Source: an optimization exercise on an open RTL-to-GDS flow (aim: small area). Production flows keep margins and buffers that such runs may drop.
The RTL was checked by simulation tests, not by an equivalence proof against the original design.
Power is estimated from default activity; no workload was simulated.

**flow/run.sh**
```bash
#!/bin/bash
# synth_recipe.tcl (not shown) runs the flow's synth.tcl, then flattens the netlist and writes it again
# the make line also repeats each setting of config.mk as NAME=value (left out here)
make -C /OpenROAD-flow-scripts/flow DESIGN_CONFIG=/design/flow/config.mk WORK_HOME=/design/flow/orfs CLKGATE_MAP_FILE= SYNTH_SCRIPT=/design/flow/synth_recipe.tcl finish
```
**flow/config.mk**
```make
export PLATFORM = sky130hd
export DESIGN_NAME = regfile_mp
export DESIGN_NICKNAME = regfile_mp
export VERILOG_FILES = /design/flow/design.v
export SDC_FILE = /design/flow/constraint.sdc
export NUM_CORES = 4
export LEC_CHECK = 0
export CAP_MARGIN = 20
export CELL_PAD_IN_SITES_DETAIL_PLACEMENT = 1
export CELL_PAD_IN_SITES_GLOBAL_PLACEMENT = 2
export CORE_MARGIN = 2
export CORE_UTILIZATION = 30
export CTS_CLUSTER_DIAMETER = 60
export CTS_CLUSTER_SIZE = 20
export PLACE_DENSITY = 0.4
export SETUP_SLACK_MARGIN = 0.3
export SLEW_MARGIN = 20
export SYNTH_HIERARCHICAL = 1
```
**flow/constraint.sdc**
```tcl
create_clock -name core_clock -period 6.0 [get_ports {clk}]
set_input_delay 1.2000 -clock core_clock [delete_from_list [all_inputs] [get_ports {clk}]]
set_output_delay 1.2000 -clock core_clock [all_outputs]
set_load 0.01 [all_outputs]
```
**flow/design.v**
```verilog
package regfile_pkg;
    localparam int RF_DWIDTH    = 32;
    localparam int RF_DEPTH     = 32;
    localparam int RF_NRD       = 2;
    localparam int RF_ZERO_ADDR = 0;
    function automatic int rf_addr_width(input int depth);
        if (depth > 1) rf_addr_width = $clog2(depth);
        else           rf_addr_width = 1;
    endfunction
endpackage
module regfile_aoi3
#(
    parameter int W = 32
) (
    input  logic         s0,
    input  logic         s1,
    input  logic         s2,
    input  logic [W-1:0] d0,
    input  logic [W-1:0] d1,
    input  logic [W-1:0] d2,
    output logic [W-1:0] y
);
    assign y = ~(({W{s0}} & d0) | ({W{s1}} & d1) | ({W{s2}} & d2));
endmodule
module regfile_aoi1
#(
    parameter int W = 32
) (
    input  logic         s0,
    input  logic [W-1:0] d0,
    output logic [W-1:0] y
);
    assign y = ~({W{s0}} & d0);
endmodule
module regfile_nandn
#(
    parameter int N = 11,
    parameter int W = 32
) (
    input  logic [N*W-1:0] x,
    output logic [W-1:0]   y
);
    always_comb begin
        for (int b = 0; b < W; b++) begin
            logic a;
            a = 1'b1;
            for (int j = 0; j < N; j++) begin
                a = a & x[j*W + b];
            end
            y[b] = ~a;
        end
    end
endmodule
module regfile_rdmux
#(
    parameter int N = 31,
    parameter int W = 33
) (
    input  logic [N-1:0]   sel,
    input  logic [N*W-1:0] data,
    output logic [W-1:0]   out
);
    localparam int NG = N / 3;
    localparam int NR = N - 3 * NG;
    localparam int NT = NG + NR;
    logic [NT*W-1:0] t_s;
    for (genvar g = 0; g < NG; g++) begin : g_grp
        regfile_aoi3 #(.W(W)) u_aoi (
            .s0 (sel[3*g]),
            .s1 (sel[3*g+1]),
            .s2 (sel[3*g+2]),
            .d0 (data[(3*g)*W +: W]),
            .d1 (data[(3*g+1)*W +: W]),
            .d2 (data[(3*g+2)*W +: W]),
            .y  (t_s[g*W +: W])
        );
    end
    for (genvar r = 0; r < NR; r++) begin : g_rem
        regfile_aoi1 #(.W(W)) u_aoi (
            .s0 (sel[3*NG+r]),
            .d0 (data[(3*NG+r)*W +: W]),
            .y  (t_s[(NG+r)*W +: W])
        );
    end
    regfile_nandn #(.N(NT), .W(W)) u_or (
        .x (t_s),
        .y (out)
    );
endmodule
module regfile_mp
#(
    parameter int DWIDTH = regfile_pkg::RF_DWIDTH,
    parameter int DEPTH  = regfile_pkg::RF_DEPTH,
    parameter int NRD    = regfile_pkg::RF_NRD,
    localparam int AW    = regfile_pkg::rf_addr_width(DEPTH)
) (
    input  logic                  clk,
    input  logic                  rst,
    input  logic [NRD*AW-1:0]     ra,
    output logic [NRD*DWIDTH-1:0] rd,
    output logic [NRD-1:0]        rd_busy,
    input  logic                  we0,
    input  logic [AW-1:0]         wa0,
    input  logic [DWIDTH-1:0]     wd0,
    input  logic                  we1,
    input  logic [AW-1:0]         wa1,
    input  logic [DWIDTH-1:0]     wd1,
    input  logic                  rsv_en,
    input  logic [AW-1:0]         rsv_addr
);
    logic [DWIDTH-1:0] regs_r    [1:DEPTH-1];
    logic              pending_r [1:DEPTH-1];
    logic [DEPTH-1:0] sel1_s;    
    logic [DEPTH-1:0] sel0_s;    
    logic [DEPTH-1:0] hold_s;    
    logic [DEPTH-1:0] set_s;     
    logic [DEPTH-1:0] keep_s;    
    always_comb begin
        for (int k = 0; k < DEPTH; k++) begin
            logic w0, w1, rv;
            w0 = we0 && (wa0 == AW'(k));
            w1 = we1 && (wa1 == AW'(k));
            rv = rsv_en && (rsv_addr == AW'(k));
            sel1_s[k] = !rst && w1;
            sel0_s[k] = !rst && w0 && !w1;
            hold_s[k] = !rst && !w0 && !w1;
            set_s[k]  = !rst && rv;
            keep_s[k] = hold_s[k];
        end
    end
    for (genvar k = 1; k < DEPTH; k++) begin : g_row
        logic [DWIDTH-1:0] dn_s;
        logic              pn_s;
        regfile_aoi3 #(.W(DWIDTH)) u_wr (
            .s0 (sel1_s[k]),
            .s1 (sel0_s[k]),
            .s2 (hold_s[k]),
            .d0 (wd1),
            .d1 (wd0),
            .d2 (regs_r[k]),
            .y  (dn_s)
        );
        assign pn_s = !(set_s[k] || (keep_s[k] && pending_r[k]));
        always_ff @(posedge clk) begin
            regs_r[k]    <= ~dn_s;
            pending_r[k] <= ~pn_s;
        end
    end
    logic [(DEPTH-1)*(DWIDTH+1)-1:0] rdata_s;
    always_comb begin
        for (int k = 1; k < DEPTH; k++) begin
            rdata_s[(k-1)*(DWIDTH+1) +: DWIDTH+1] = {pending_r[k], regs_r[k]};
        end
    end
    for (genvar i = 0; i < NRD; i++) begin : g_rd
        logic [DEPTH-2:0] rsel_s;
        logic [DWIDTH:0]  rout_s;
        always_comb begin
            for (int k = 1; k < DEPTH; k++) begin
                rsel_s[k-1] = (ra[i*AW +: AW] == AW'(k));
            end
        end
        regfile_rdmux #(
            .N (DEPTH-1),
            .W (DWIDTH+1)
        ) u_rdmux (
            .sel  (rsel_s),
            .data (rdata_s),
            .out  (rout_s)
        );
        assign rd[i*DWIDTH +: DWIDTH] = rout_s[DWIDTH-1:0];
        assign rd_busy[i]             = rout_s[DWIDTH];
    end
endmodule
```
==> metrics.md, run 1 <==
| Metric | Value |
|---|---|
| Outcome | no timing/DRC/antenna violations |
| Number of top-level design ports | 160 |
| Yosys Warn Count | 12 |
| CP Capture Type | output pin |
| Startpoint class of the critical path | primary input |
| Max Cap Viol | 0 |
| Setup CP Type | primary input to output pin |
| Normalized max-slew margin | 20.6% |
| Final sum of negative setup slack | 0 ns |
| Worst setup slack before clock tree synthesis | -0.133 ns |
| Maximum clock frequency | 176 MHz |
| Placeable core area | 165,000 um^2 |
| Part of the power in the clock network | 52.2% |
| Cell internal pwr | 0.0127 W |
| Remaining DRCs | 0 |
| Layout Nets | 5,055 |
| Clock latency on the worst-skew pair | 0.78 ns |
| Crit path arrival time | 4.47 ns |
| Hold-fix buffers, CTS | 0 |
| Via count | 54,696 |
| Worst voltage drop across the vdd grid | 0.306 mV |
| Final non-filler cell total | 7,283 |
| Sequential cell fraction of total power | 39.7% |
| Final setup violating endpoints | 0 |
| Placed cell count | 6,975 |
| Number of buffers created by CTS | 138 |
| Remaining global-route overflow | 0 |
| Library cells used by synthesis | 44 |
| Flops & latches, synth | 1,023 |
| Dominant register cell in the synthesized netlist | dfxtp_1 |
| Worst hold-check path type | register to register |
| Leak pwr | 27.5 nW |
| Portion of the clock cycle consumed by the worst path in the final layout | 94.5% |
| Setup slack on the worst flop-to-flop path | 5.07 ns |
| Reported net switching power | 0.00484 W |
| Number of max-slew violations in the final report | 0 |
| Synth Net Count | 4,959 |
| Iteration-0 DRC count of the detailed router | 16,551 |
| Design Power | 0.0176 W |
| Number of instances in the synthesized netlist | 4,865 |
| Number of sinks handled by clock tree synthesis | 1,023 |
| Final hold violation count | 0 |
| Pre-Repair DR Iteration Count | 14 |
| Total Wirelength | 352,000 um |
| Port Buf Inserts | 159 |
| Vias in the first global route | 51,653 |
| Layout cell share with drive strength beyond 1 | 15.7% |
| RSZ-0062 raised after global routing | no |
| First-pass GRT wire length | 465,000 um |
| Minimum clock period after layout | 5.67 ns |
| Critical path startpoint | ra[5] |
| Routed wirelength normalized by instance count | 48.4 um |
| Syn avg cell area | 10.2 um^2 |
| Pwr dens | 298 nW/um^2 |
| Measured slew at the worst slew-check pin | 1.19 ns |
| Final cell utilization of the core | 35.9% |
| Placer congestion estimate | 0.878 |
| Global-route usage over all layers | 39.8% |
| Number of buffers on the longest clock path | 3 |
| Worst path setup slack after routing | 0.332 ns |
| Hold path start | pending_r[21] |
| Initial Utilization | 30.2% |
| Final worst clock skew | 0 ns |
| Die boundary width | 411 um |
| Fraction of registers with async set or reset after synthesis | 0% |
| Switching power share of the total | 27.5% |
| Portion of the post-synthesis area used by sequential elements | 41.2% |
| Placed wire-length estimate | 202,000 um |
| Residual antenna-violating net count after detailed routing | 0 |
| Pin count of the biggest net entering global routing | 41 |
| Cell area after synthesis | 49,700 um^2 |
| Via density per instance | 7.51 |
| Number of antenna violations at the first check in global routing | 41 |
| Combinational group share of total power | 8.1% |
| Die extent in y | 411 um |
| Clk slew on worst S/H paths | 0.07 ns |
| Worst-path fanout max | 14 |
| Floorplan die area | 169,000 um^2 |
| Floorplan row count | 149 |
| CTS H-tree depth | 4 |
| CTS tree | done |
| Reg-to-Reg Start | pending_r[13] |
| Worst EP required | 4.80 ns |
| Clk root buf | clkbuf_16 |
| Area added between synthesis and finish | 18.9% |
| Number of flops mapped to enable cells by yosys | 0 |
## kinds of logic after synthesis
group	count (synthesis)	synth area share, %
AOI/OAI and AO/OA	1745	35.2
buffers and inverters	1563	17.7
DFF	1023	41.2
and+or+nand+nor	534	5.87
## area by class of cell
cell class / instances / area, um^2
fillers: 18077 / 106000
multi-input cells: 2287 / 22000
flip-flops and latches: 1023 / 20500
repair buffers: 519 / 5140
clock buffers: 178 / 3870
inverters: 992 / 3720
well taps: 2189 / 2740
clock inverters: 75 / 1050
diodes: 20 / 50.0
## placed cells by master (no fill, tap or decap), drive strengths merged, types with 4 or more instances in the layout
cell type and instances:
a222oi 1652, dfxtp 1023, inv 1006, buf 363
clkbuf 178, clkdlybuf4s50 145, nand4 134, nor2 91
nand2 90, nand3 71, or3 71, a211oi 31
a221oi 30, clkinv 25, o2bb2ai 22, bufinv 22
nor3 21, diode 20, nand2b 16, clkinvlp 14
nor2b 11, nand3b 7, dlygate4sd2 7, and4b 6
a22o 6, and2 4, dlymetal6s2s 4
## repair_timing
action | 4_1_cts | 5_1_grt
buffers inserted | 20 | 7
resized for setup | 27 | 8
hold endpoints to repair | 0 | 0
pin swaps | 21 | 13
cloned | 8 | 0
endpoints found under the setup margin | 58 | 19
## path summary, 6_finish.rpt
check / to / cells after the start
setup / recovery: rd[32] / 8
hold / removal: pending_r[21] / 1
setup reg to reg: pending_r[13] / 3
hold reg to reg: pending_r[21] / 1
## stage by stage
stage | hold WS, ns | instance area [um^2]
2_1_floorplan | 0.453 | 49700
3_3_place_gp | 0.467 | 53500
3_5_place_dp | 0.480 | 53500
4_1_cts | 0.493 | 58800
5_1_grt | 0.504 | 59000
6_report | 0.493 | 59000
## power by group through the flow
stage / registers [W] / clock network (W) / logic, W
after floorplan: 0.00710 / 0 / 0.000437
after global placement: 0.00712 / 0 / 0.00132
after detailed placement: 0.00712 / 0 / 0.00133
after CTS: 0.00697 / 0.00925 / 0.00135
after global routing: 0.00698 / 0.00954 / 0.00141
final: 0.00698 / 0.00918 / 0.00142
## Yosys cell counts, drive strengths merged (2+ instances only)
cell     count  share of area (%)
a211oi      31               0.47
a221oi      30               0.88
a222oi    1652                 33
a22o         6               0.11
a32o         2              0.040
and2         4              0.050
and3b        3              0.053
and4         2              0.035
and4b        6               0.12
and4bb       3              0.076
buf        530                9.9
clkbuf      41               0.32
dfxtp     1023                 41
inv        992                7.5
nand2       90               0.70
nand2b      16               0.20
nand3       71               0.72
nand3b       7               0.11
nand4      134                1.7
nor2        83               0.63
nor2b       11               0.14
nor3        21               0.21
nor3b        2              0.040
nor4b        2              0.078
nor4bb       3              0.060
o2bb2ai     22               0.39
or2          3              0.038
or3         71               0.89
## critical path, stage by stage
cell and delay, ns:
dlygate4sd2_1 0.47, or3_4 0.28, nor2_4 0.16, buf_4 0.25, a222oi_1 0.64, nand4_1 0.44, or3_4 0.52, clkdlybuf4s50_1 0.49
## routing by layer
metal  GRT usage, %  share of wire (%)  up-vias
met4           21.1                5.2       10
met5              0              0.018        -
met3           11.3                 13      905
met1           52.3                 39    28398
met2           59.0                 43     4557
li1               -                  -    20826
## registers in the layout, summed over array words and instances, names as in the netlist
name,cells
pending_r,31
regs_r,992
==> inputs of run 2 (changes only) <==
==> flow/flow/run.sh (new file) <==
#!/bin/bash
# The standard ORFS layout, with two changes:
#  - the port buffers use the smallest buffer cell instead of the one buffer_ports picks;
#  - clock tree synthesis clusters up to 20 sinks per leaf buffer and inserts no dummy loads.
# Every tool's output goes to a log in this folder (and ORFS's own logs under orfs/logs).
set -euo pipefail
export BUFFER_PORTS_ARGS="-buffer_cell sky130_fd_sc_hd__buf_1"
export CTS_ARGS="-sink_clustering_enable -repair_clock_nets -sink_clustering_size 20 -sink_clustering_max_diameter 60 -dont_use_dummy_load"
bash standard.sh finish > standard_flow.log 2>&1
==> flow/standard.sh (new file) <==
#!/bin/bash
# synth_recipe.tcl (not shown) runs the flow's synth.tcl, then flattens the netlist and writes it again
# the make line also repeats each setting of config.mk as NAME=value (left out here)
make -C /OpenROAD-flow-scripts/flow DESIGN_CONFIG=/design/flow/config.mk WORK_HOME=/design/flow/orfs CLKGATE_MAP_FILE= SYNTH_SCRIPT=/design/flow/synth_recipe.tcl "${@:-finish}"
removed: flow/run.sh
==> metrics.md, run 2 <==
| Metric | Value |
|---|---|
| Pre-Repair DR Iteration Count | 14 (unchanged) |
| Area of the multi-input gates | 21,800 um^2 (-0.65%) |
| Portion of the post-synthesis area used by sequential elements | 41.2% (unchanged) |
| Sink of the worst hold path | pending_r[24] |
| Hold path start | pending_r[24] |
| Final setup violating endpoints | 0 (unchanged) |
| Worst voltage drop across the vdd grid | 0.303 mV (-1.1%) |
| Iteration-0 DRC count of the detailed router | 16,015 (-3.2%) |
| Floorplan die area | 169,000 um^2 (unchanged) |
| Commonest cells after routing, fill and taps aside | a222oi_1, dfxtp_1, inv_1 |
| Worst-path fanout max | 19 (+5) |
| Normalized max-slew margin | 18.7% (-1.9 points) |
| Pwr dens | 279 nW/um^2 (-6.4%) |
| Floorplan row count | 149 (unchanged) |
| Vias in the first global route | 49,963 (-3.3%) |
| Sequential Area | 20,500 um^2 (unchanged) |
| Measured slew at the worst slew-check pin | 1.22 ns (+0.0267 ns) |
| Reg-to-Reg Start | pending_r[13] |
| Final hold violation count | 0 (unchanged) |
| Flops & latches, synth | 1,023 (unchanged) |
| CTS tree | done |
| Number of sinks handled by clock tree synthesis | 1,023 (unchanged) |
| Switching power share of the total | 27.9% (+0.32 points) |
| Area added between synthesis and finish | 11.4% |
| Setup slack on the worst flop-to-flop path | 5.08 ns (about the same) |
| Part of the power in the clock network | 46.3% (-5.9 points) |
| RSZ-0062 raised after global routing | no |
| Number of buffers on the longest clock path | 3 (unchanged) |
| Number of buffers created by CTS | 138 (unchanged) |
| Pin count of the biggest net entering global routing | 34 (-17%) |
| Library cells used by synthesis | 44 (unchanged) |
| Remaining global-route overflow | 0 (unchanged) |
| Placed wire-length estimate | 202,000 um (about the same) |
| Residual antenna-violating net count after detailed routing | 0 (unchanged) |
| Cell internal pwr | 0.0111 W (-13%) |
| Most numerous cell in the Yosys netlist | a222oi_1 |
| Initial Utilization | 30.2% (unchanged) |
| Clk slew on worst S/H paths | 0.06 ns (about the same) |
| Routed wirelength normalized by instance count | 48.4 um (about the same) |
| CP Capture Type | output pin |
| Placer congestion estimate | 0.861 (-1.9%) |
| Die boundary width | 411 um (unchanged) |
| Yosys Warn Count | 12 (unchanged) |
| Number of flops mapped to enable cells by yosys | 0 (unchanged) |
| Hold Path Cell Cnt | 1 (unchanged) |
| Most common cell after layout, fill and taps aside | a222oi_1 |
| Dominant register cell in the synthesized netlist | dfxtp_1 |
| Flip-flop count of the largest register after layout | 992 (unchanged) |
| Worst hold-check path type | register to register |
| Final worst clock skew | 0 ns (unchanged) |
| CTS H-tree depth | 4 (unchanged) |
| Clk root buf | clkbuf_16 |
| Reported net switching power | 0.00429 W (-11%) |
| Die extent in y | 411 um (unchanged) |
| Number of antenna violations at the first check in global routing | 37 (-9.8%) |
| Layout cell share with drive strength beyond 1 | 12.5% (-3.2 points) |
| Max Cap Viol | 0 (unchanged) |
| Critical path, cell by cell | buf_1, nand2b_1, nor2_4, buf_4, buf_4, a222oi_1, nand4_1, or3_1, buf_1 |
| Total non-filler cell area in the finished layout | 55,300 um^2 (-6.3%) |
| Crit path arrival time | 4.43 ns (-0.04 ns) |
| Worst stage delay on the critical path | 0.58 ns (-0.06 ns) |
| Hold-fix buffers, CTS | 0 (unchanged) |
| Final sum of negative setup slack | 0 ns (unchanged) |
| Clock latency on the worst-skew pair | 0.77 ns (about the same) |
| Startpoint class of the critical path | primary input |
| Sequential cell fraction of total power | 45.3% (+5.6 points) |
| Minimum clock period after layout | 5.63 ns (-0.0392 ns) |
| Worst R2R Path Depth | 3 (unchanged) |
| Worst EP required | 4.80 ns (about the same) |
| Commonest cells in the netlist | a222oi_1, dfxtp_1, inv_1, buf_6, buf_2 |
| Total Wirelength | 342,000 um (-3.1%) |
| Combinational group share of total power | 8.4% (+0.3 points) |
| Largest register by flop count | regs_r |
| Fraction of synthesized cell area taken by the top area cell type | 41.2% (unchanged) |
| Top flop regs | regs_r: 992 flops, pending_r: 31 flops |
| First-pass GRT wire length | 452,000 um (-2.9%) |
| Number of instances in the synthesized netlist | 4,865 (unchanged) |
| Layout Nets | 4,948 (-2.1%) |
| Number of top-level design ports | 160 (unchanged) |
| Syn avg cell area | 10.2 um^2 (unchanged) |
| Reg-to-Reg End | pending_r[13] |
| Via density per instance | 7.49 (-0.28%) |
| Setup CP Type | primary input to output pin |
| Synth Net Count | 4,959 (unchanged) |
| Global-route usage over all layers | 38.7% (-1.2 points) |
| Fraction of registers with async set or reset after synthesis | 0% (unchanged) |
| Remaining DRCs | 0 (unchanged) |
| Synth area leader | dfxtp_1 |
| Leak pwr | 25.8 nW (-6.0%) |
| Dominant cells by area after synthesis | dfxtp_1, a222oi_1, buf_6 |
| Instance area at placement | 51,800 um^2 (-3.3%) |
| Worst path buffer plus inverter count | 4 (+1) |
| Placeable core area | 165,000 um^2 (unchanged) |
| Portion of the clock cycle consumed by the worst path in the final layout | 93.8% (-0.65 points) |
| Number of inserted filler cells in the final layout | 18,236 (+0.88%) |
| Cell area after synthesis | 49,700 um^2 (unchanged) |
| Critical path's top delay family | simple AND/OR/NAND/NOR gates |
| Outcome | no timing/DRC/antenna violations |
| Master of the slowest instance on the critical path | nand2b_1 |
| Maximum clock frequency | 178 MHz (+0.70%) |
| Number of max-slew violations in the final report | 0 (unchanged) |
| Port Buf Inserts | 159 (unchanged) |
| Via count | 52,821 (-3.4%) |
[run 2: cell counts after synthesis]
Identical to the previous run, type by type.
[run 2: layout make-up]
| cell class | instances | share of cell area, % |
|---|---|---|
| multi-input combinational | 2279 | 39.5 |
| sequential | 1023 | 37.0 |
| inverter | 992 | 6.73 |
| clock buffer | 138 | 6.24 |
| timing repair buffer | 420 | 5.47 |
| tap | 2189 | 4.95 |
| antenna | 12 | 0.0543 |
[run 2: cells by family after synthesis]
logic type | share of synthesized area, %
and+or+nand+nor | 5.87
DFF | 41.2
AOI/OAI and AO/OA | 35.2
buffers and inverters | 17.7
[run 2: how the worst max path moves through the flow]
stage	startpoint	end	slack [ns]	depth (start not counted)
after CTS	ra[3]	rd[28]	0.45	8
final	ra[1]	rd[10]	0.37	9
after global placement	ra[0]	rd[10]	0.29	10
after detailed placement	ra[0]	rd[10]	0.25	10
after floorplan	ra[4]	rd[10]	2.03	8
after global routing	ra[1]	rd[17]	0.31	9
[run 2: per-stage QoR]
stage	util (%)	setup WS, ns	cells	power, W	hold WS, ns
3_3_place_gp	31.4	0.287	6900	0.00835	0.469
4_1_cts	33.6	0.447	7040	0.0155	0.490
2_1_floorplan	-	2.03	4865	0.00753	0.453
3_5_place_dp	31.5	0.250	6902	0.00836	0.475
5_1_grt	33.6	0.308	7045	0.0158	0.495
6_report	33.6	0.372	7053	0.0154	0.492
[run 2: repair_timing]
action                     in CTS  in global routing
resized for setup               1                  0
buffers inserted                0                  0
setup endpoints to repair       1                  0
[run 2: per-layer routing]
layer / vias to the layer above / share of wire, % / track usage (%)
met1: 27576 / 41 / 52.5
met2: 4006 / 42 / 56.2
met4: 14 / 4.9 / 18.7
li1: 20483 / - / -
met5: - / 0.064 / 0.509
met3: 742 / 12 / 10.5
[run 2: power by group through the flow]
stage / Clock [W] / Sequential (W) / Combinational [W]
floorplan: 0 / 0.00710 / 0.000437
global placement: 0 / 0.00713 / 0.00122
detailed placement: 0 / 0.00712 / 0.00123
CTS: 0.00725 / 0.00698 / 0.00123
global route: 0.00749 / 0.00699 / 0.00129
finish: 0.00713 / 0.00699 / 0.00129
==> inputs of run 3 (changes only) <==
--- a/flow/flow/run.sh
+++ b/flow/flow/run.sh
@@ -5,5 +5,5 @@
 # Every tool's output goes to a log in this folder (and ORFS's own logs under orfs/logs).
 set -euo pipefail
 export BUFFER_PORTS_ARGS="-buffer_cell sky130_fd_sc_hd__buf_1"
-export CTS_ARGS="-sink_clustering_enable -repair_clock_nets -sink_clustering_size 20 -sink_clustering_max_diameter 60 -dont_use_dummy_load"
+export CTS_ARGS="-sink_clustering_enable -repair_clock_nets -sink_clustering_size 20 -sink_clustering_max_diameter 100 -dont_use_dummy_load"
 bash standard.sh finish > standard_flow.log 2>&1
--- a/flow/config.mk
+++ b/flow/config.mk
@@ -10,7 +10,7 @@
 export CELL_PAD_IN_SITES_GLOBAL_PLACEMENT = 2
 export CORE_MARGIN = 2
 export CORE_UTILIZATION = 30
-export CTS_CLUSTER_DIAMETER = 60
+export CTS_CLUSTER_DIAMETER = 100
 export CTS_CLUSTER_SIZE = 20
 export PLACE_DENSITY = 0.4
 export SETUP_SLACK_MARGIN = 0.3
==> metrics.md, run 3 <==
| Metric | Value |
|---|---|
| Most numerous cell in the Yosys netlist | a222oi_1 |
| Portion of the post-synthesis area used by sequential elements | 41.2% (unchanged) |
| CP Capture Type | output pin |
| Hold path start | pending_r[6] |
| Crit path arrival time | 4.50 ns (+0.07 ns) |
| Area of the multi-input gates | 21,800 um^2 (unchanged) |
| Hold-fix buffers, CTS | 0 (unchanged) |
| Final sum of negative setup slack | 0 ns (unchanged) |
| Clk root buf | clkbuf_16 |
| Clk slew on worst S/H paths | 0.08 ns (+0.02 ns) |
| CTS tree | done |
| Cell area after synthesis | 49,700 um^2 (unchanged) |
| CTS H-tree depth | 2 (-2) |
| Remaining global-route overflow | 0 (unchanged) |
| Via density per instance | 7.55 (+0.78%) |
| Setup CP Type | primary input to output pin |
| Placer congestion estimate | 0.861 (unchanged) |
| Total Wirelength | 340,000 um (-0.42%) |
| Pwr dens | 238 nW/um^2 (-15%) |
| Global-route usage over all layers | 38.3% (-0.36 points) |
| Startpoint class of the critical path | primary input |
| Reg-to-Reg Start | pending_r[13] |
| Final worst clock skew | 0 ns (unchanged) |
| Syn avg cell area | 10.2 um^2 (unchanged) |
| Number of flops mapped to enable cells by yosys | 0 (unchanged) |
| Die boundary width | 411 um (unchanged) |
| Outcome | no timing/DRC/antenna violations |
| Cts repair resizes | 1 (unchanged) |
| Final hold violation count | 0 (unchanged) |
| Normalized max-slew margin | 19.2% (+0.52 points) |
| Remaining DRCs | 0 (unchanged) |
| Layout Nets | 4,870 (-1.6%) |
| Leak pwr | 24.9 nW (-3.7%) |
| Via count | 52,636 (-0.35%) |
| Number of antenna violations at the first check in global routing | 38 (+2.7%) |
| Port Buf Inserts | 159 (unchanged) |
| Library cells used by synthesis | 44 (unchanged) |
| Sink of the worst hold path | pending_r[6] |
| Number of sinks handled by clock tree synthesis | 1,023 (unchanged) |
| Sequential Area | 20,500 um^2 (unchanged) |
| Worst hold-check path type | register to register |
| Most common cell after layout, fill and taps aside | a222oi_1 |
| Top flop regs | regs_r: 992 flops, pending_r: 31 flops |
| Flops & latches, synth | 1,023 (unchanged) |
| Pre-Repair DR Iteration Count | 14 (unchanged) |
| Synth area leader | dfxtp_1 |
| Maximum clock frequency | 175 MHz (-1.3%) |
| Flip-flop count of the largest register after layout | 992 (unchanged) |
| Yosys Warn Count | 12 (unchanged) |
| Commonest cells after routing, fill and taps aside | a222oi_1, dfxtp_1, inv_1 |
| Floorplan die area | 169,000 um^2 (unchanged) |
| Worst setup slack before clock tree synthesis | 0.250 ns (unchanged) |
| Number of inserted filler cells in the final layout | 18,395 (+0.87%) |
| Fraction of registers with async set or reset after synthesis | 0% (unchanged) |
| Placed wire-length estimate | 202,000 um (unchanged) |
| Worst-path fanout max | 19 (unchanged) |
| Worst EP required | 4.80 ns (about the same) |
| Number of max-slew violations in the final report | 0 (unchanged) |
| Number of instances in the synthesized netlist | 4,865 (unchanged) |
| Area added between synthesis and finish | 7.42% |
| Fraction of synthesized cell area taken by the top area cell type | 41.2% (unchanged) |
| Clock latency on the worst-skew pair | 0.72 ns (-0.05 ns) |
| Number of buffers on the longest clock path | 3 (unchanged) |
| Worst path buffer plus inverter count | 4 (unchanged) |
| Iteration-0 DRC count of the detailed router | 15,986 (-0.18%) |
| Worst stage delay on the critical path | 0.58 ns (about the same) |
| Synth Net Count | 4,959 (unchanged) |
| RSZ-0062 raised after global routing | no |
| Post-CTS Setup Bufs | 0 (unchanged) |
| Number of top-level design ports | 160 (unchanged) |
| Dominant cells by area after synthesis | dfxtp_1, a222oi_1, buf_6 |
| Measured slew at the worst slew-check pin | 1.21 ns (-0.00773 ns) |
| Setup slack on the worst flop-to-flop path | 5.09 ns (about the same) |
| Largest register by flop count | regs_r |
| Commonest cells in the netlist | a222oi_1, dfxtp_1, inv_1, buf_6, buf_2 |
| Number of buffers created by CTS | 60 (-57%) |
| First-pass GRT wire length | 449,000 um (-0.62%) |
| Initial Utilization | 30.2% (unchanged) |
| Worst path setup slack after routing | 0.300 ns (-0.0716 ns) |
| Portion of the clock cycle consumed by the worst path in the final layout | 95.0% (+1.2 points) |
| Critical path, cell by cell | buf_1, nand2b_1, nor2_4, buf_4, buf_4, a222oi_1, nand4_1, or3_1, buf_1 |
| Die extent in y | 411 um (unchanged) |
| Layout cell share with drive strength beyond 1 | 11.1% (-1.4 points) |
| Design Power | 0.0127 W (-18%) |
| Reg-to-Reg End | pending_r[13] |
| Critical path's top delay family | simple AND/OR/NAND/NOR gates |
| Placeable core area | 165,000 um^2 (unchanged) |
| Vias in the first global route | 49,263 (-1.4%) |
| Pin count of the biggest net entering global routing | 34 (unchanged) |
| Floorplan row count | 149 (unchanged) |
| Residual antenna-violating net count after detailed routing | 0 (unchanged) |
| Master of the slowest instance on the critical path | nand2b_1 |
| Minimum clock period after layout | 5.70 ns (+0.0716 ns) |
| Final setup violating endpoints | 0 (unchanged) |
| Hold Path Cell Cnt | 1 (unchanged) |
| Routed wirelength normalized by instance count | 48.8 um (+0.71%) |
| Worst voltage drop across the vdd grid | 0.224 mV (-26%) |
| Worst R2R Path Depth | 3 (unchanged) |
| Max Cap Viol | 0 (unchanged) |
| Dominant register cell in the synthesized netlist | dfxtp_1 |
-- run 3: cell types whose count changed in the layout (fill, tap and decap cells not counted) --
cell,before,now
diode_2,12,11
clkbuf_16,138,60
-- run 3: power by group --
part	internal, W	total [W]	switching (W)
combinational	0.000214	0.00129	0.00108
sequential	0.00688	0.00697	0.0000901
clock	0.00177	0.00443	0.00267
-- run 3: area by class of cell --
class                   count  area share, %
inverters                 992           6.98
repair buffers            420           5.67
flip-flops and latches   1023           38.4
diodes                     11         0.0516
clock buffers              60           2.81
well taps                2189           5.13
multi-input cells        2279           41.0
-- run 3: kinds of logic after synthesis --
| kind of cell | count (synthesis) | share of synthesized area (%) |
|---|---|---|
| and+or+nand+nor | 534 | 5.87 |
| buffers and inverters | 1563 | 17.7 |
| AOI/OAI and AO/OA | 1745 | 35.2 |
| DFF | 1023 | 41.2 |
-- run 3: through the flow --
step                      area, um^2  hold slack, ns  util, %  instances
after global placement         51700           0.469     31.4       6900
after floorplan                49700           0.453        -       4865
final                          53300           0.500     32.4       6974
after CTS                      53300           0.494     32.4       6962
after detailed placement       51800           0.475     31.5       6902
after global routing           53300           0.497     32.4       6967
-- run 3: worst max path at each step --
stage | start | endpoint | slack, ns | cells past startpoint
after floorplan | ra[4] | rd[10] | 2.03 | 8
after global placement | ra[0] | rd[10] | 0.29 | 10
after detailed placement | ra[0] | rd[10] | 0.25 | 10
after CTS | ra[3] | rd[28] | 0.45 | 8
after global routing | ra[1] | rd[17] | 0.32 | 9
final | ra[1] | rd[10] | 0.30 | 9
-- run 3: routing by layer --
metal | track usage (%) | part of all wire, % | up-vias
met5 | 0.961 | 0.083 | -
met4 | 17.3 | 4.7 | 15
met3 | 9.55 | 12 | 706
met2 | 56.3 | 42 | 4113
met1 | 52.5 | 41 | 27489
li1 | - | - | 20313
==> inputs of run 4 (changes only) <==
--- a/flow/config.mk
+++ b/flow/config.mk
@@ -7,12 +7,12 @@
 export LEC_CHECK = 0
 export CAP_MARGIN = 20
 export CELL_PAD_IN_SITES_DETAIL_PLACEMENT = 1
-export CELL_PAD_IN_SITES_GLOBAL_PLACEMENT = 2
+export CELL_PAD_IN_SITES_GLOBAL_PLACEMENT = 1
 export CORE_MARGIN = 2
-export CORE_UTILIZATION = 30
+export CORE_UTILIZATION = 35
 export CTS_CLUSTER_DIAMETER = 100
 export CTS_CLUSTER_SIZE = 20
-export PLACE_DENSITY = 0.4
+export PLACE_DENSITY = 0.5
 export SETUP_SLACK_MARGIN = 0.3
 export SLEW_MARGIN = 20
 export SYNTH_HIERARCHICAL = 1
==> metrics.md, run 4 <==
| Metric | Value |
|---|---|
| Portion of the post-synthesis area used by sequential elements | 41.2% (unchanged) |
| Syn avg cell area | 10.2 um^2 (unchanged) |
| Area added between synthesis and finish | 6.92% |
| Measured slew at the worst slew-check pin | 1.26 ns (+0.0482 ns) |
| First-pass GRT wire length | 419,000 um (-6.6%) |
| Floorplan row count | 138 (-7.4%) |
| Commonest cells after routing, fill and taps aside | a222oi_1, dfxtp_1, inv_1 |
| Die extent in y | 381 um (-7.3%) |
| Minimum clock period after layout | 5.88 ns (+0.185 ns) |
| Synth area leader | dfxtp_1 |
| Worst hold-check path type | register to register |
| Layout cell share with drive strength beyond 1 | 11.5% (+0.41 points) |
| Normalized max-slew margin | 16.0% (-3.2 points) |
| Worst setup slack before clock tree synthesis | 0.163 ns (-0.0861 ns) |
| Residual antenna-violating net count after detailed routing | 0 (unchanged) |
| Number of antenna violations at the first check in global routing | 25 (-34%) |
| Placer congestion estimate | 0.972 (+13%) |
| Final hold violation count | 0 (unchanged) |
| Setup CP Type | primary input to output pin |
| Yosys Warn Count | 12 (unchanged) |
| Clk root buf | clkbuf_16 |
| Leak pwr | 25.0 nW (+0.41%) |
| Commonest cells in the netlist | a222oi_1, dfxtp_1, inv_1, buf_6, buf_2 |
| Hold path start | pending_r[24] |
| Number of top-level design ports | 160 (unchanged) |
| Worst-path fanout max | 20 (+1) |
| Number of flops mapped to enable cells by yosys | 0 (unchanged) |
| Dominant register cell in the synthesized netlist | dfxtp_1 |
| Instance area at placement | 51,500 um^2 (-0.51%) |
| Via count | 52,711 (+0.14%) |
| Flip-flop count of the largest register after layout | 992 (unchanged) |
| Pre-Repair DR Iteration Count | 17 (+3) |
| Worst path setup slack after routing | 0.115 ns (-0.185 ns) |
| Cell area after synthesis | 49,700 um^2 (unchanged) |
| Most common cell after layout, fill and taps aside | a222oi_1 |
| Fraction of synthesized cell area taken by the top area cell type | 41.2% (unchanged) |
| Crit path arrival time | 4.68 ns (+0.18 ns) |
| Library cells used by synthesis | 44 (unchanged) |
| Remaining DRCs | 0 (unchanged) |
| CTS H-tree depth | 2 (unchanged) |
| Pwr dens | 236 nW/um^2 (-0.74%) |
| Number of sinks handled by clock tree synthesis | 1,023 (unchanged) |
| Final worst clock skew | 0 ns (unchanged) |
| Reg-to-Reg Start | pending_r[13] |
| Global-route usage over all layers | 40.8% (+2.5 points) |
| Largest register by flop count | regs_r |
| Final sum of negative setup slack | 0 ns (unchanged) |
| Synth Net Count | 4,959 (unchanged) |
| Clock latency on the worst-skew pair | 0.72 ns (about the same) |
| Number of buffers created by CTS | 59 (-1.7%) |
| Placeable core area | 141,000 um^2 (-14%) |
| Portion of the clock cycle consumed by the worst path in the final layout | 98.1% (+3.1 points) |
| Total Wirelength | 313,000 um (-8.1%) |
| Worst EP required | 4.80 ns (about the same) |
| Top flop regs | regs_r: 992 flops, pending_r: 31 flops |
| Total non-filler cell area in the finished layout | 53,100 um^2 (-0.46%) |
| Most numerous cell in the Yosys netlist | a222oi_1 |
| Routed wirelength normalized by instance count | 46.7 um (-4.3%) |
| Number of max-slew violations in the final report | 0 (unchanged) |
| Outcome | no timing/DRC/antenna violations |
| Initial Utilization | 35.2% (+5.0 points) |
| Startpoint class of the critical path | primary input |
| Layout Nets | 4,898 (+0.57%) |
| Floorplan die area | 145,000 um^2 (-14%) |
| Remaining global-route overflow | 0 (unchanged) |
| Critical path startpoint | ra[2] |
| Worst voltage drop across the vdd grid | 0.292 mV (+30%) |
| CP Capture Type | output pin |
| Fraction of registers with async set or reset after synthesis | 0% (unchanged) |
| Number of instances in the synthesized netlist | 4,865 (unchanged) |
| Hold-fix buffers, CTS | 0 (unchanged) |
| Vias in the first global route | 49,729 (+0.95%) |
| Port Buf Inserts | 159 (unchanged) |
| Clk slew on worst S/H paths | 0.08 ns (about the same) |
| Pin count of the biggest net entering global routing | 34 (unchanged) |
| Placed wire-length estimate | 196,000 um (-3.2%) |
| Dominant cells by area after synthesis | dfxtp_1, a222oi_1, buf_6 |
| Post-CTS Setup Bufs | 0 (unchanged) |
| Final setup violating endpoints | 0 (unchanged) |
| RSZ-0062 raised after global routing | no |
| Maximum clock frequency | 170 MHz (-3.1%) |
| Design Power | 0.0125 W (-1.2%) |
| Die boundary width | 381 um (-7.3%) |
| Flops & latches, synth | 1,023 (unchanged) |
| Via density per instance | 7.86 (+4.2%) |
| CTS tree | done |
| Max Cap Viol | 0 (unchanged) |
| Number of buffers on the longest clock path | 3 (unchanged) |
| Iteration-0 DRC count of the detailed router | 16,784 (+5.0%) |
run 4: layer usage:
layer | GRT usage (%) | part of all wire (%) | wire, um | vias up
met5 | 0.827 | 0.12 | 360 | -
met3 | 12.7 | 15 | 45500 | 884
met4 | 23.4 | 6.3 | 19700 | 32
met1 | 54.1 | 38 | 119000 | 26712
li1 | - | - | - | 20336
met2 | 58.2 | 41 | 128000 | 4747
run 4: worst paths after layout:
path,to,slack (ns),cells after the start
worst min register to register,pending_r[24],0.49,1
worst max-delay path,rd[26],0.12,8
worst min-delay path,pending_r[24],0.49,1
worst max register to register,pending_r[13],5.12,3
run 4: what timing repair did:
| action | in CTS | in global routing |
|---|---|---|
| setup endpoints to repair | 1 | 1 |
| hold endpoints to repair | 0 | 0 |
| gates cloned | 0 | 0 |
| resized for setup | 1 | 1 |
run 4: logic make-up after synthesis:
kind of cell | Yosys count | synth area share, %
flip-flops | 1023 | 41.2
buffers and inverters | 1563 | 17.7
AO/OA/AOI/OAI | 1745 | 35.2
AND/OR/NAND/NOR | 534 | 5.87
run 4: report_power, final:
group / internal, W / leakage [nW] / switching [W] / total (W)
Sequential: 0.00688 / 8.26 / 0.0000896 / 0.00697
Clock: 0.00174 / 0.727 / 0.00257 / 0.00431
Combinational: 0.000222 / 16.0 / 0.00104 / 0.00127
run 4: final cells by class:
cell class                 instances  area, um^2
fill                           15842       88100
multi-input combinational       2279       21900
sequential                      1023       20500
inverter                         992        3720
timing repair buffer             449        3170
tap                             1890        2360
clock buffer                      59        1480
antenna                           11        27.5
run 4: critical path: stages:
cell      delay, ns
buf_1          0.41
nand2b_2       0.48
nor2_4         0.22
buf_4          0.31
a222oi_1       0.66
nand4_1        0.50
or3_1          0.66
buf_1          0.20
run 4: through the flow:
stage / instances / hold WS (ns) / utilization, %
2_1_floorplan: 4865 / 0.453 / -
3_3_place_gp: 6624 / 0.468 / 36.4
3_5_place_dp: 6629 / 0.476 / 36.5
4_1_cts: 6688 / 0.490 / 37.5
5_1_grt: 6696 / 0.506 / 37.6
6_report: 6703 / 0.493 / 37.6
==> inputs of run 5 (changes only) <==
==> flow/flow/run.sh (replaced) <==
#!/bin/bash
# The standard ORFS layout, with two changes:
#  - the port buffers use the smallest buffer cell instead of the one buffer_ports picks;
#  - clock tree synthesis clusters up to 24 sinks per leaf buffer and inserts no dummy loads.
# Every tool's output goes to a log in this folder (and ORFS's own logs under orfs/logs).
set -euo pipefail
export BUFFER_PORTS_ARGS="-buffer_cell sky130_fd_sc_hd__buf_1"
export CTS_ARGS="-sink_clustering_enable -repair_clock_nets -sink_clustering_size 24 -sink_clustering_max_diameter 100 -dont_use_dummy_load"
bash standard.sh finish > standard_flow.log 2>&1
==> flow/config.mk (replaced) <==
export PLATFORM = sky130hd
export DESIGN_NAME = regfile_mp
export DESIGN_NICKNAME = regfile_mp
export VERILOG_FILES = /design/flow/design.v
export SDC_FILE = /design/flow/constraint.sdc
export NUM_CORES = 4
export LEC_CHECK = 0
export CAP_MARGIN = 20
export CELL_PAD_IN_SITES_DETAIL_PLACEMENT = 1
export CELL_PAD_IN_SITES_GLOBAL_PLACEMENT = 2
export CORE_MARGIN = 2
export CORE_UTILIZATION = 30
export CTS_CLUSTER_DIAMETER = 100
export CTS_CLUSTER_SIZE = 24
export PLACE_DENSITY = 0.4
export SETUP_SLACK_MARGIN = 0.3
export SLEW_MARGIN = 20
export SYNTH_HIERARCHICAL = 1
==> metrics.md, run 5 <==
| Metric | Value |
|---|---|
| Pre-Repair DR Iteration Count | 15 (-2) |
| Post-synthesis mux area share | 0% (unchanged) |
| Worst path setup slack after routing | 0.351 ns (+0.236 ns) |
| Portion of the clock cycle consumed by the worst path in the final layout | 94.2% (-3.9 points) |
| Syn avg cell area | 10.2 um^2 (unchanged) |
| Routed wirelength normalized by instance count | 48.7 um (+4.3%) |
| Iteration-0 DRC count of the detailed router | 15,783 (-6.0%) |
| Total Wirelength | 339,000 um (+8.4%) |
| Instance area at placement | 51,800 um^2 (+0.51%) |
| Remaining global-route overflow | 0 (unchanged) |
| Worst voltage drop across the vdd grid | 0.234 mV (-20%) |
| Yosys Warn Count | 12 (unchanged) |
| Setup CP Type | primary input to output pin |
| Residual antenna-violating net count after detailed routing | 0 (unchanged) |
| Crit path arrival time | 4.45 ns (-0.23 ns) |
| Largest family of logic cells by synthesized area | compound AO/OA/AOI/OAI gates |
| Flip-flop count of the largest register after layout | 992 (unchanged) |
| Die extent in y | 411 um (+7.9%) |
| Sequential Area | 20,500 um^2 (unchanged) |
| Pin count of the biggest net entering global routing | 34 (unchanged) |
| Number of instances in the synthesized netlist | 4,865 (unchanged) |
| Commonest cells in the netlist | a222oi_1, dfxtp_1, inv_1, buf_6, buf_2 |
| CTS H-tree depth | 2 (unchanged) |
| Cell area after synthesis | 49,700 um^2 (unchanged) |
| Die boundary width | 411 um (+7.9%) |
| CP Capture Type | output pin |
| Post-CTS Setup Bufs | 0 (unchanged) |
| Fraction of synthesized cell area in xor and xnor cells | 0% (unchanged) |
| Via count | 52,370 (-0.65%) |
| Dominant cells by area after synthesis | dfxtp_1, a222oi_1, buf_6 |
| Clock latency on the worst-skew pair | 0.69 ns (-0.03 ns) |
| Clk slew on worst S/H paths | 0.07 ns (about the same) |
| Number of flops mapped to enable cells by yosys | 0 (unchanged) |
| Fraction of synthesized cell area taken by the top area cell type | 41.2% (unchanged) |
| Pwr dens | 234 nW/um^2 (-1.1%) |
| Worst EP required | 4.80 ns (about the same) |
| Worst-path fanout max | 23 (+15%) |
| Most common cell after layout, fill and taps aside | a222oi_1 |
| Clk root buf | clkbuf_16 |
| Portion of the post-synthesis area used by sequential elements | 41.2% (unchanged) |
| Leak pwr | 24.8 nW (-0.76%) |
| Minimum clock period after layout | 5.65 ns (-0.236 ns) |
| Placed wire-length estimate | 202,000 um (+3.4%) |
| Layout cell share with drive strength beyond 1 | 10.9% (-0.55 points) |
| Maximum clock frequency | 177 MHz (+4.2%) |
| Synth area leader | dfxtp_1 |
| Number of inserted filler cells in the final layout | 18,383 (+16%) |
| Dominant register cell in the synthesized netlist | dfxtp_1 |
| CTS tree | done |
| Measured slew at the worst slew-check pin | 1.22 ns (-0.0364 ns) |
| Final hold violation count | 0 (unchanged) |
| Final setup violating endpoints | 0 (unchanged) |
| Number of max-slew violations in the final report | 0 (unchanged) |
| Number of top-level design ports | 160 (unchanged) |
| Outcome | no timing/DRC/antenna violations |
| Synth Net Count | 4,959 (unchanged) |
| Placeable core area | 165,000 um^2 (+17%) |
| Commonest cells after routing, fill and taps aside | a222oi_1, dfxtp_1, inv_1 |
| Number of sinks handled by clock tree synthesis | 1,023 (unchanged) |
| Max Cap Viol | 0 (unchanged) |
| Final worst clock skew | 0 ns (unchanged) |
| Startpoint class of the critical path | primary input |
| Area share of fa/ha/maj cells after synthesis | 0% (unchanged) |
| Remaining DRCs | 0 (unchanged) |
| Simple logic cell fraction of the synthesized area | 5.87% (unchanged) |
| Global-route usage over all layers | 38.2% (-2.6 points) |
| Via density per instance | 7.52 (-4.4%) |
| Flops & latches, synth | 1,023 (unchanged) |
| Normalized max-slew margin | 18.4% (+2.4 points) |
| Vias in the first global route | 49,206 (-1.1%) |
| Most numerous cell in the Yosys netlist | a222oi_1 |
| Fraction of registers with async set or reset after synthesis | 0% (unchanged) |
| Floorplan row count | 149 (+8.0%) |
| Area added between synthesis and finish | 7.07% |
| First-pass GRT wire length | 448,000 um (+6.9%) |
| Number of buffers on the longest clock path | 3 (unchanged) |
| Compound-Gate Fraction of Synth Area | 35.2% (unchanged) |
| Library cells used by synthesis | 44 (unchanged) |
| Top flop regs | regs_r: 992 flops, pending_r: 31 flops |
| RSZ-0062 raised after global routing | no |
| Worst setup slack before clock tree synthesis | 0.250 ns (+0.0861 ns) |
| Number of buffers created by CTS | 53 (-10%) |
| Initial Utilization | 30.2% (-5.0 points) |
| Largest register by flop count | regs_r |
| Layout Nets | 4,863 (-0.71%) |
| Worst hold-check path type | register to register |
| Floorplan die area | 169,000 um^2 (+16%) |
| Placer congestion estimate | 0.861 (-11%) |
| Final sum of negative setup slack | 0 ns (unchanged) |
| Number of antenna violations at the first check in global routing | 36 (+44%) |
| Design Power | 0.0124 W (-0.97%) |
| Area of the multi-input gates | 21,800 um^2 (about the same) |
| Port Buf Inserts | 159 (unchanged) |
| Total non-filler cell area in the finished layout | 53,200 um^2 (+0.14%) |
[run 5: cell counts after synthesis]
Identical to the previous run, type by type.
[run 5: repair_timing]
| item | CTS | global route |
|---|---|---|
| hold buffers | 0 | 0 |
| hold endpoints to repair | 0 | 0 |
| endpoints found under the setup margin | 1 | 0 |
| gates resized for setup | 1 | 0 |
[run 5: cell type report]
type | instances | area share, %
Sequential cell | 1023 | 38.5
Clock buffer | 53 | 2.49
Multi-Input combinational cell | 2279 | 41.1
Timing Repair Buffer | 420 | 5.69
Inverter | 992 | 7.00
Tap cell | 2189 | 5.15
Antenna cell | 12 | 0.0565
[run 5: per-layer routing]
metal,vias up,wire (um),global-route usage (%)
met2,3968,143000,56.2
met1,27434,140000,52.6
met4,8,15500,16.8
met3,667,39900,9.35
met5,-,162,0.622
li1,20293,-,-
[run 5: critical path: stages]
cell and delay [ns]:
buf_1 0.28, nand2b_1 0.64, nor2_4 0.39, buf_4 0.26, a222oi_1 0.54, nand4_1 0.34
or3_1 0.58, buf_1 0.18
[run 5: cell families after synthesis]
kind of cell	after synthesis
buffers and inverters	1563
AO/OA/AOI/OAI	1745
flip-flops	1023
AND/OR/NAND/NOR	534
[run 5: path summary, 6_finish.rpt]
kind | from | endpoint | slack, ns | cells after the start
min reg2reg | pending_r[28] | pending_r[28] | 0.50 | 1
max reg2reg | pending_r[13] | pending_r[13] | 5.08 | 3
min | pending_r[28] | pending_r[28] | 0.50 | 1
max | ra[3] | rd[23] | 0.35 | 8
[run 5: where the power goes]
part           switching (W)  internal (W)  total [W]
Clock                0.00258       0.00158    0.00416
Sequential         0.0000900       0.00689    0.00698
Combinational        0.00107      0.000214    0.00129
Total                0.00375       0.00868     0.0124
[run 5: metrics by stage]
stage,cells,hold WS [ns],utilization (%)
after floorplan,4865,0.453,-
after global placement,6900,0.469,31.4
after detailed placement,6902,0.475,31.5
after CTS,6955,0.491,32.3
after global routing,6960,0.495,32.3
final,6968,0.498,32.3

==> static timing again, ports no longer ideal <==
In the flow no input, the clock included, has a driving cell. The finished layouts below were timed again as built, in two steps.
Step 1: set_driving_cell puts a clkbuf_16 on clk and a buf_2 on each other input, an assumption about the parent block.
Step 2 times the ports against the registers' clock, not the clock port: input delays grow and output delays shrink by t, the midpoint of the rising clock arrivals with the driver on.
a / b / c = no drivers / after step 1 / after step 2; a / b = the first two.
| run | t, ns | setup slack, ns | slew at the worst register clock pin (ns) | worst slew at a driven data input, ns | cell pins on the clock port's net |
|---|---|---|---|---|---|
| run 1 | 0.865 | 0.332 / 0.282 / 0.282 | 0.07 / 0.07 | 0.13 | 1 |
| run 2 | 0.845 | 0.372 / 0.308 / 0.308 | 0.07 / 0.07 | 0.18 | 1 |
| run 3 | 0.819 | 0.300 / 0.239 / 0.239 | 0.11 / 0.11 | 0.18 | 1 |
| run 4 | 0.802 | 0.115 / 0.089 / 0.089 | 0.10 / 0.10 | 0.21 | 1 |
| run 5 | 0.799 | 0.351 / 0.323 / 0.323 | 0.12 / 0.12 | 0.18 | 1 |
After both steps every run listed still meets setup and hold. The setup slack of run 2, which loses most, moves by -0.064 ns with the drivers and by -0.064 ns with both steps.
